This design comes from an exercise in tuning for small area, a short achievable clock period and few clock cycles on the open sky130 flow, not from production work. Only simulation tests tie the RTL to the original design; equivalence was not proved. Power is estimated from default activity; no workload was simulated.

### design/flow/run.sh
#!/bin/bash
# synth_recipe.tcl (not shown) runs the flow's synth.tcl, then flattens the netlist and writes it again
# the make line also repeats each setting of config.mk as NAME=value (left out here)
make -C /OpenROAD-flow-scripts/flow DESIGN_CONFIG=/design/flow/config.mk WORK_HOME=/design/flow/orfs CLKGATE_MAP_FILE= SYNTH_SCRIPT=/design/flow/synth_recipe.tcl finish
### design/flow/design.v
package cmsr_pkg;
   localparam int COORD_BITS_DEF = 16;
   localparam int SLOTS          = 4;
   localparam int SLOT_BITS      = 2;
   localparam int DEPTH_BITS     = 16;
   localparam int COUNT_BITS     = 3;
   localparam int MODE_BITS      = 2;
   localparam int RSP_BITS       = 8;
   localparam logic [MODE_BITS-1:0] MODE_ADD    = 2'd0;
   localparam logic [MODE_BITS-1:0] MODE_REMOVE = 2'd1;
   localparam logic [MODE_BITS-1:0] MODE_CLEAR  = 2'd2;
   typedef struct packed {
      logic start;
   } area_ctl_type;
   typedef struct packed {
      logic busy;
      logic done;
   } area_sts_type;
endpackage
module cmsr_mul #(
   parameter int WIDTH = 18
) (
   input  logic                      clock,
   input  logic signed [WIDTH-1:0]   op_a,
   input  logic signed [WIDTH-1:0]   op_b,
   output logic signed [2*WIDTH-1:0] prod
);
   logic signed [2*WIDTH-1:0] prod_ff;
   always_ff @(posedge clock) begin
      prod_ff <= op_a * op_b;
   end
   assign prod = prod_ff;
endmodule
import cmsr_pkg::*;
module cmsr_area #(
   parameter int COORD_BITS = cmsr_pkg::COORD_BITS_DEF
) (
   input  logic                         clock,
   input  logic                         reset,
   input  cmsr_pkg::area_ctl_type       ctl,
   input  logic [3:0][2:0][COORD_BITS-1:0] quad,
   output cmsr_pkg::area_sts_type       sts,
   output logic [4*COORD_BITS+3:0]      score
);
   localparam int DW   = COORD_BITS + 1;
   localparam int MW   = COORD_BITS + 2;
   localparam int PW   = 2 * MW;
   localparam int H    = COORD_BITS + 1;
   localparam int MAGW = 2 * COORD_BITS + 1;
   localparam int SUMW = 4 * COORD_BITS + 4;
   logic [1:0] p_ff, k_ff;
   logic [2:0] op_ff;
   logic       ph_ff, busy_ff, done_ff;
   logic signed [PW-1:0] comp_ff;
   logic [MAGW-1:0]      mag_ff;
   logic [SUMW-1:0]      sum_ff, area_ff;
   logic [1:0] b_idx, c_idx, d_idx, x_idx, y_idx;
   logic signed [DW-1:0] u [3];
   logic signed [DW-1:0] v [3];
   logic signed [MW-1:0] op_a, op_b, hi_op, lo_op;
   logic signed [PW-1:0] prod, diff;
   logic [SUMW-1:0]      prod_w, sum_new;
   logic                 last_term, finish;
   always_comb begin
      case (p_ff)
         2'd0:    begin b_idx = 2'd1; c_idx = 2'd2; d_idx = 2'd3; end
         2'd1:    begin b_idx = 2'd2; c_idx = 2'd1; d_idx = 2'd3; end
         default: begin b_idx = 2'd3; c_idx = 2'd1; d_idx = 2'd2; end
      endcase
      case (k_ff)
         2'd0:    begin x_idx = 2'd1; y_idx = 2'd2; end
         2'd1:    begin x_idx = 2'd2; y_idx = 2'd0; end
         default: begin x_idx = 2'd0; y_idx = 2'd1; end
      endcase
   end
   always_comb begin
      for (int k = 0; k < 3; k++) begin
         u[k] = DW'($signed(quad[0][k])) - DW'($signed(quad[b_idx][k]));
         v[k] = DW'($signed(quad[c_idx][k])) - DW'($signed(quad[d_idx][k]));
      end
   end
   assign hi_op = MW'({1'b0, mag_ff[MAGW-1:H]});
   assign lo_op = MW'({1'b0, mag_ff[H-1:0]});
   always_comb begin
      case (op_ff)
         3'd0:    begin op_a = MW'(u[x_idx]); op_b = MW'(v[y_idx]); end
         3'd1:    begin op_a = MW'(u[y_idx]); op_b = MW'(v[x_idx]); end
         3'd2:    begin op_a = hi_op; op_b = hi_op; end
         3'd3:    begin op_a = hi_op; op_b = lo_op; end
         default: begin op_a = lo_op; op_b = lo_op; end
      endcase
   end
   cmsr_mul #(.WIDTH(MW)) u_mul (
      .clock (clock),
      .op_a  (op_a),
      .op_b  (op_b),
      .prod  (prod)
   );
   assign diff   = comp_ff - prod;
   assign prod_w = {{(SUMW-PW){1'b0}}, prod};
   assign last_term = (op_ff == 3'd4) && (k_ff == 2'd2);
   assign finish    = busy_ff && ph_ff && last_term && (p_ff == 2'd2);
   always_comb begin
      case (op_ff)
         3'd2:    sum_new = sum_ff + (prod_w << (2 * H));
         3'd3:    sum_new = sum_ff + (prod_w << (H + 1));
         default: sum_new = sum_ff + prod_w;
      endcase
   end
   always_ff @(posedge clock) begin
      if (reset) begin
         busy_ff <= 1'b0;
         done_ff <= 1'b0;
      end else begin
         done_ff <= finish && !ctl.start;
         if (ctl.start) begin
            busy_ff <= 1'b1;
            p_ff    <= '0;
            k_ff    <= '0;
            op_ff   <= '0;
            ph_ff   <= 1'b0;
            sum_ff  <= '0;
            area_ff <= '0;
         end else if (busy_ff) begin
            ph_ff <= ~ph_ff;
            if (ph_ff) begin
               case (op_ff)
                  3'd0: comp_ff <= prod;
                  3'd1: mag_ff  <= diff[PW-1] ? MAGW'(-diff) : MAGW'(diff);
                  default: sum_ff <= last_term ? '0 : sum_new;
               endcase
               if (op_ff == 3'd4) begin
                  op_ff <= '0;
                  if (k_ff == 2'd2) begin
                     k_ff <= '0;
                     if (sum_new > area_ff) begin
                        area_ff <= sum_new;
                     end
                     if (p_ff == 2'd2) begin
                        busy_ff <= 1'b0;
                     end else begin
                        p_ff <= p_ff + 2'd1;
                     end
                  end else begin
                     k_ff <= k_ff + 2'd1;
                  end
               end else begin
                  op_ff <= op_ff + 3'd1;
               end
            end
         end
      end
   end
   assign sts.busy = busy_ff;
   assign sts.done = done_ff;
   assign score    = area_ff;
endmodule
import cmsr_pkg::*;
module contact_manifold_slot_replacer #(
   parameter int COORD_BITS = cmsr_pkg::COORD_BITS_DEF
) (
   input  logic clock,
   input  logic reset,
   input  logic req_tvalid,
   output logic req_tready,
   input  logic [((cmsr_pkg::DEPTH_BITS + 3*COORD_BITS + 2 + 7) / 8) * 8 - 1:0] req_tdata,
   input  logic [cmsr_pkg::MODE_BITS-1:0] req_tuser,
   output logic rsp_tvalid,
   input  logic rsp_tready,
   output logic [cmsr_pkg::RSP_BITS-1:0] rsp_tdata
);
   localparam int SUMW = 4 * COORD_BITS + 4;
   localparam int X_LO = DEPTH_BITS;
   localparam int Y_LO = DEPTH_BITS + COORD_BITS;
   localparam int Z_LO = DEPTH_BITS + 2 * COORD_BITS;
   localparam int R_LO = DEPTH_BITS + 3 * COORD_BITS;
   typedef enum logic [2:0] {
      ST_IDLE, ST_PROT, ST_AREA_START, ST_AREA_WAIT, ST_WRITE, ST_DEEP, ST_RESP
   } state_type;
   state_type state_ff;
   logic [MODE_BITS-1:0]         mode_ff;
   logic signed [DEPTH_BITS-1:0] depth_ff, best_depth_ff, deep_val_ff;
   logic signed [COORD_BITS-1:0] pt_ff [3];
   logic [SLOT_BITS-1:0]         rslot_ff, idx_ff, protect_ff, pick_ff;
   logic [SLOT_BITS-1:0]         wslot_ff, deep_ff, written_ff;
   logic [COUNT_BITS-1:0]        count_ff;
   logic                         prot_valid_ff, full_ff, rsp_valid_ff;
   logic [SUMW-1:0]              best_score_ff;
   logic [RSP_BITS-1:0]          rsp_data_ff;
   logic signed [DEPTH_BITS-1:0] slot_depth_ff [SLOTS];
   logic signed [COORD_BITS-1:0] slot_point_ff [SLOTS][3];
   cmsr_pkg::area_ctl_type               area_ctl;
   cmsr_pkg::area_sts_type               area_sts;
   logic [SUMW-1:0]              area_score;
   logic [3:0][2:0][COORD_BITS-1:0] quad;
   logic [SLOT_BITS-1:0]         other [3];
   logic [SLOT_BITS-1:0]         last_slot, wslot;
   logic                         in_accept, load_rsp;
   assign in_accept = req_tvalid && req_tready;
   assign req_tready = (state_ff == ST_IDLE);
   assign load_rsp = (state_ff == ST_RESP) && (!rsp_valid_ff || rsp_tready);
   assign last_slot = SLOT_BITS'(count_ff - COUNT_BITS'(1));
   assign wslot = full_ff ? pick_ff : wslot_ff;
   always_comb begin
      for (int n = 0; n < 3; n++) begin
         other[n] = (SLOT_BITS'(n) < idx_ff) ? SLOT_BITS'(n) : SLOT_BITS'(n + 1);
      end
      for (int k = 0; k < 3; k++) begin
         quad[0][k] = pt_ff[k];
         for (int n = 0; n < 3; n++) begin
            quad[n + 1][k] = slot_point_ff[other[n]][k];
         end
      end
   end
   assign area_ctl.start = (state_ff == ST_AREA_START) &&
                           !(prot_valid_ff && idx_ff == protect_ff);
   cmsr_area #(.COORD_BITS(COORD_BITS)) u_area (
      .clock (clock),
      .reset (reset),
      .ctl   (area_ctl),
      .quad  (quad),
      .sts   (area_sts),
      .score (area_score)
   );
   always_ff @(posedge clock) begin
      if (reset) begin
         state_ff     <= ST_IDLE;
         count_ff     <= '0;
         rsp_valid_ff <= 1'b0;
      end else begin
         rsp_valid_ff <= (rsp_valid_ff && !rsp_tready) || load_rsp;
         case (state_ff)
            ST_IDLE: begin
               if (in_accept) begin
                  mode_ff    <= req_tuser;
                  depth_ff   <= req_tdata[DEPTH_BITS-1:0];
                  pt_ff[0]   <= req_tdata[X_LO +: COORD_BITS];
                  pt_ff[1]   <= req_tdata[Y_LO +: COORD_BITS];
                  pt_ff[2]   <= req_tdata[Z_LO +: COORD_BITS];
                  rslot_ff   <= req_tdata[R_LO +: SLOT_BITS];
                  written_ff <= '0;
                  full_ff    <= 1'b0;
                  idx_ff     <= '0;
                  case (req_tuser)
                     MODE_ADD: begin
                        if (count_ff < COUNT_BITS'(SLOTS)) begin
                           wslot_ff <= SLOT_BITS'(count_ff);
                           count_ff <= count_ff + COUNT_BITS'(1);
                           state_ff <= ST_WRITE;
                        end else begin
                           full_ff       <= 1'b1;
                           best_depth_ff <= req_tdata[DEPTH_BITS-1:0];
                           prot_valid_ff <= 1'b0;
                           state_ff      <= ST_PROT;
                        end
                     end
                     MODE_REMOVE: state_ff <= ST_WRITE;
                     MODE_CLEAR: begin
                        count_ff <= '0;
                        state_ff <= ST_DEEP;
                     end
                     default: state_ff <= ST_DEEP;
                  endcase
               end
            end
            ST_PROT: begin
               if (slot_depth_ff[idx_ff] > best_depth_ff) begin
                  best_depth_ff <= slot_depth_ff[idx_ff];
                  protect_ff    <= idx_ff;
                  prot_valid_ff <= 1'b1;
               end
               idx_ff <= idx_ff + SLOT_BITS'(1);
               if (idx_ff == SLOT_BITS'(SLOTS - 1)) begin
                  best_score_ff <= '0;
                  pick_ff       <= '0;
                  state_ff      <= ST_AREA_START;
               end
            end
            ST_AREA_START: begin
               if (area_ctl.start) begin
                  state_ff <= ST_AREA_WAIT;
               end else begin
                  idx_ff <= idx_ff + SLOT_BITS'(1);
                  if (idx_ff == SLOT_BITS'(SLOTS - 1)) begin
                     state_ff <= ST_WRITE;
                  end
               end
            end
            ST_AREA_WAIT: begin
               if (area_sts.done) begin
                  if (area_score > best_score_ff) begin
                     best_score_ff <= area_score;
                     pick_ff       <= idx_ff;
                  end
                  idx_ff <= idx_ff + SLOT_BITS'(1);
                  state_ff <= (idx_ff == SLOT_BITS'(SLOTS - 1)) ? ST_WRITE : ST_AREA_START;
               end
            end
            ST_WRITE: begin
               if (mode_ff == MODE_ADD) begin
                  slot_depth_ff[wslot]    <= depth_ff;
                  slot_point_ff[wslot][0] <= pt_ff[0];
                  slot_point_ff[wslot][1] <= pt_ff[1];
                  slot_point_ff[wslot][2] <= pt_ff[2];
                  written_ff              <= wslot;
               end else if (COUNT_BITS'(rslot_ff) < count_ff) begin
                  slot_depth_ff[rslot_ff]    <= slot_depth_ff[last_slot];
                  slot_point_ff[rslot_ff][0] <= slot_point_ff[last_slot][0];
                  slot_point_ff[rslot_ff][1] <= slot_point_ff[last_slot][1];
                  slot_point_ff[rslot_ff][2] <= slot_point_ff[last_slot][2];
                  count_ff                   <= count_ff - COUNT_BITS'(1);
               end
               idx_ff   <= '0;
               state_ff <= ST_DEEP;
            end
            ST_DEEP: begin
               if (COUNT_BITS'(idx_ff) < count_ff) begin
                  if (idx_ff == '0) begin
                     deep_val_ff <= slot_depth_ff[0];
                     deep_ff     <= '0;
                  end else if (slot_depth_ff[idx_ff] > deep_val_ff) begin
                     deep_val_ff <= slot_depth_ff[idx_ff];
                     deep_ff     <= idx_ff;
                  end
               end else if (idx_ff == '0) begin
                  deep_ff <= '0;
               end
               idx_ff <= idx_ff + SLOT_BITS'(1);
               if (idx_ff == SLOT_BITS'(SLOTS - 1)) begin
                  state_ff <= ST_RESP;
               end
            end
            ST_RESP: begin
               if (load_rsp) begin
                  rsp_data_ff <= {(count_ff == '0), deep_ff, count_ff, written_ff};
                  state_ff    <= ST_IDLE;
               end
            end
            default: state_ff <= ST_IDLE;
         endcase
      end
   end
   assign rsp_tvalid = rsp_valid_ff;
   assign rsp_tdata  = rsp_data_ff;
endmodule
### design/flow/constraint.sdc
create_clock -name core_clock -period 12.0 [get_ports {clock}]
set_input_delay 2.4000 -clock core_clock [delete_from_list [all_inputs] [get_ports {clock}]]
set_output_delay 2.4000 -clock core_clock [all_outputs]
set_load 0.01 [all_outputs]
### design/flow/config.mk
export PLATFORM = sky130hd
export DESIGN_NAME = contact_manifold_slot_replacer
export DESIGN_NICKNAME = contact_manifold_slot_replacer
export VERILOG_FILES = /design/flow/design.v
export SDC_FILE = /design/flow/constraint.sdc
export NUM_CORES = 4
export LEC_CHECK = 0
export CAP_MARGIN = 20
export CORE_MARGIN = 2
export CORE_UTILIZATION = 40
export SLEW_MARGIN = 20
==> out/results.tsv <==
metric	value	unit
status	timing/DRC/antenna clean	
number of endpoints failing setup at the final stage	0	
Final Skew	0.0560	ns
routed len/inst	23.6	um
grt total ovfl	0	
fin worst setup slack	0.685	ns
Skew-Pair Late Insertion Delay	0.76	ns
worst-path fanout max	21	
slowest CP cell	fa_1	
Layout Nets	8359	
Adder-Cell Fraction of Synth Area	19.2	%
number of max-cap violations	0	
vias	57300	
fin crit period	11.31	ns
area of the multi-input gates	0.0447	mm2
post-synth net total	8430	
drt pass-1 iters	6	
xor/xnor share of the synthesized area	3.67	%
# DRC	0	
DR vias/cell	5.84	
Sink Count	706	
GRT Total Usage	25.6	%
core area	0.173	mm2
vias in the first global route	56100	
critical path capture point type	register	
Initial DRC Count	5818	
Worst Path Required	12.65	ns
share of flip-flops with an asynchronous set or reset	0	%
post-synthesis mux area share	12.0	%
dominant cell type by area after synthesis	edfxtp_1	
Syn Inst Count	7483	
Chip Height	421	um
RSZ-0062 raised after global routing	false	
Final period util	94.3	%
Final Max Slew Viols	0	
maximum VDD drop	0.430	mV
total CTS buffers	86	
pre-CTS setup slack	0.575	ns
FF+latch count, synth	706	
most frequent cells in the layout	nor2_1, inv_1, a21oi_1	
Reg area	0.0207	mm2
critical setup path kind	reg2reg	
Synth Area per Inst	9.32	um2
initial core utilization	40.2	%
Yosys top cell area share	28.4	%
top post-synthesis cells by area	edfxtp_1, fa_1, ha_1	
post-DP HPWL	173000	um
clock transition at the registers of the reported paths	0.06	ns
fillcell total	16800	
largest family of logic cells by synthesized area	adder cells	
Synth cell types	112	
largest net degree at the start of global routing	90	
leading cell type in the layout, fill and taps excluded	nor2_1	
PD cells	245	mW/mm2
post-synthesis sequential area ratio	29.7	%
Rel. slew slack	23.8	%
Antenna Nets Post-Route	0	
initial antenna violation count	3	
warnings from Yosys	7	
Longest Clk Path Bufs	3	
min-delay worst type	reg2reg	
share of cells above drive strength 1	9.44	%
CP max stage delay	0.60	ns
Post-Syn Area	0.0697	mm2
TNS Setup	0	ns
first-pass GRT wire length	349000	um
synthesis-to-layout area growth	9.38	%
Chip Width	421	um
Port Buffers	81	
Final Hold Fails	0	
CP Launch Type	register	
simple-gate share of the synthesized area	13.5	%
Max Clk Rate	88.4	MHz
Synth Area in Compound Gates	15.1	%
TritonCTS clock tree	yes	
CP most frequent cell	fa_1	
Data arrival, critical path	11.96	ns
Worst-Margin Slew	1.14	ns
# IOs	88	
H-tree depth	3	
Root Buffer	clkbuf_16	
# rows	153	
EDFF count, synth	659	
Routed WL	232000	um
Post-synth top flop	edfxtp_1	
cell leakage power	32.2	nW
die footprint	0.178	mm2
Routability Congestion	0.952	
## what timing repair did
item                                    in CTS  in global routing
gates resized for setup                      0                  5
endpoints found under the setup margin       0                  4
hold buffers                                 0                  0
buffers inserted                             0                  2
## power by group
group | internal [mW] | switching, mW | leakage, nW
clock network | 1.45 | 1.19 | 1.33
logic | 5.17 | 7.28 | 24.6
registers | 3.17 | 0.426 | 6.26
total | 9.80 | 8.89 | 32.2
## per-stage QoR
stage | hold slack [ns] | utilization, % | cell area, um2 | cells | total power [mW]
3_5_place_dp | 0.461 | 42.3 | 73400 | 9646 | 16.0
6_report | 0.454 | 44.0 | 76300 | 9810 | 18.7
2_1_floorplan | 0.400 | - | 69700 | 7483 | 12.5
4_1_cts | 0.474 | 43.9 | 76200 | 9803 | 18.7
5_1_grt | 0.475 | 44.0 | 76200 | 9806 | 20.3
3_3_place_gp | 0.469 | 42.3 | 73400 | 9646 | 15.9
## worst paths after layout
kind,end,depth (start not counted),slack [ns],from
max reg2reg,u_area.u_mul.prod_ff[35],39,0.69,idx_ff[0]
min reg2reg,rsp_data_ff[5],0,0.45,deep_ff[0]
min,rsp_data_ff[5],0,0.45,deep_ff[0]
max,u_area.u_mul.prod_ff[35],39,0.69,idx_ff[0]
## state kept, by name, summed over array words and instances (netlist names), 16 cells and up, named ones only
signal,cells
slot_point_ff,192
best_score_ff,68
u_area.area_ff,68
u_area.sum_ff,68
slot_depth_ff,64
pt_ff,48
u_area.comp_ff,36
u_area.u_mul.prod_ff,36
u_area.mag_ff,33
best_depth_ff,16
deep_val_ff,16
depth_ff,16
## kinds of logic after synthesis
kind of cell               after synthesis
muxes                                  633
and+or+nand+nor                       2095
DFF                                    706
xor gates and xnor gates               290
buffers and inverters                 1209
adders and majority gates              869
AOI/OAI and AO/OA                     1681
## cell usage after synthesis (25+ instances only)
| cell type | instances |
|---|---|
| nor3_1 | 101 |
| o211ai_1 | 35 |
| xor2_1 | 101 |
| nor2b_1 | 78 |
| or2_2 | 26 |
| fa_1 | 339 |
| inv_1 | 798 |
| o22ai_1 | 37 |
| xnor2_1 | 188 |
| nor2_1 | 885 |
| mux2_2 | 114 |
| or3_1 | 33 |
| a211oi_1 | 71 |
| buf_2 | 38 |
| o21bai_1 | 37 |
| buf_1 | 50 |
| o221ai_1 | 28 |
| nand2_1 | 549 |
| clkbuf_1 | 303 |
| nand4_1 | 80 |
| nand3_1 | 91 |
| a21o_1 | 160 |
| a31oi_1 | 38 |
| mux2i_1 | 365 |
| a21oi_1 | 671 |
| mux4_2 | 152 |
| edfxtp_1 | 659 |
| o21ai_0 | 287 |
| nand2b_1 | 53 |
| o21a_1 | 54 |
| ha_1 | 530 |
| o31ai_1 | 25 |
| and2_1 | 90 |
| dfxtp_1 | 47 |
| a22oi_1 | 35 |
## worst max-delay path: cells and delay by family (launching register included)
kind / cells / cell delay [ns]
flip-flops: 1 / 0.53
adder cells (fa/ha/maj): 9 / 4.08
XOR/XNOR: 2 / 0.24
buffers and inverters: 5 / 0.79
AND/OR/NAND/NOR: 6 / 0.89
multiplexers: 2 / 0.93
AO/OA/AOI/OAI: 15 / 3.73
## layer usage
layer / up-vias / part of all wire [%] / global-route usage (%)
li1: 26300 / - / -
met2: 2411 / 46 / 41.5
met5: - / 0 / 0
met3: 483 / 8.5 / 4.50
met4: 0 / 4.5 / 10.6
met1: 28100 / 41 / 33.8
## layout make-up
type	instances	share of cell area (%)
Antenna cell	4	0.0131
Inverter	803	3.95
Timing Repair Buffer	247	2.73
Tap cell	2325	3.81
Sequential cell	706	27.2
Clock buffer	103	2.92
Multi-Input combinational cell	5568	58.6
Clock inverter	54	0.748
Testbench counts, summed over its fixed seeds: cycles 344,331.

-- static timing again, ports no longer ideal --
The results above use ideal ports. As a check the final layout listed here was re-extracted and re-timed, cells and wires unchanged. Step 1, drivers: a clkbuf_16 drives clock and a buf_2 each remaining input, both assumed. Step 2 times the ports against the registers' clock, not the clock port: input delays grow and output delays shrink by t, the midpoint of the rising clock arrivals with the driver on. Three values: ideal, step 1, step 2; two values: the first two.
t (ns): 0.810
setup slack, ns: 0.685 / 0.685 / 0.685
latest minus earliest clock arrival (ns): 0.060 / 0.060
cell pins on the clock port's net: 1
After both steps setup and hold are still met in this run. The setup slack of this run moves by 0.000 ns with the drivers and by 0.000 ns with both steps.
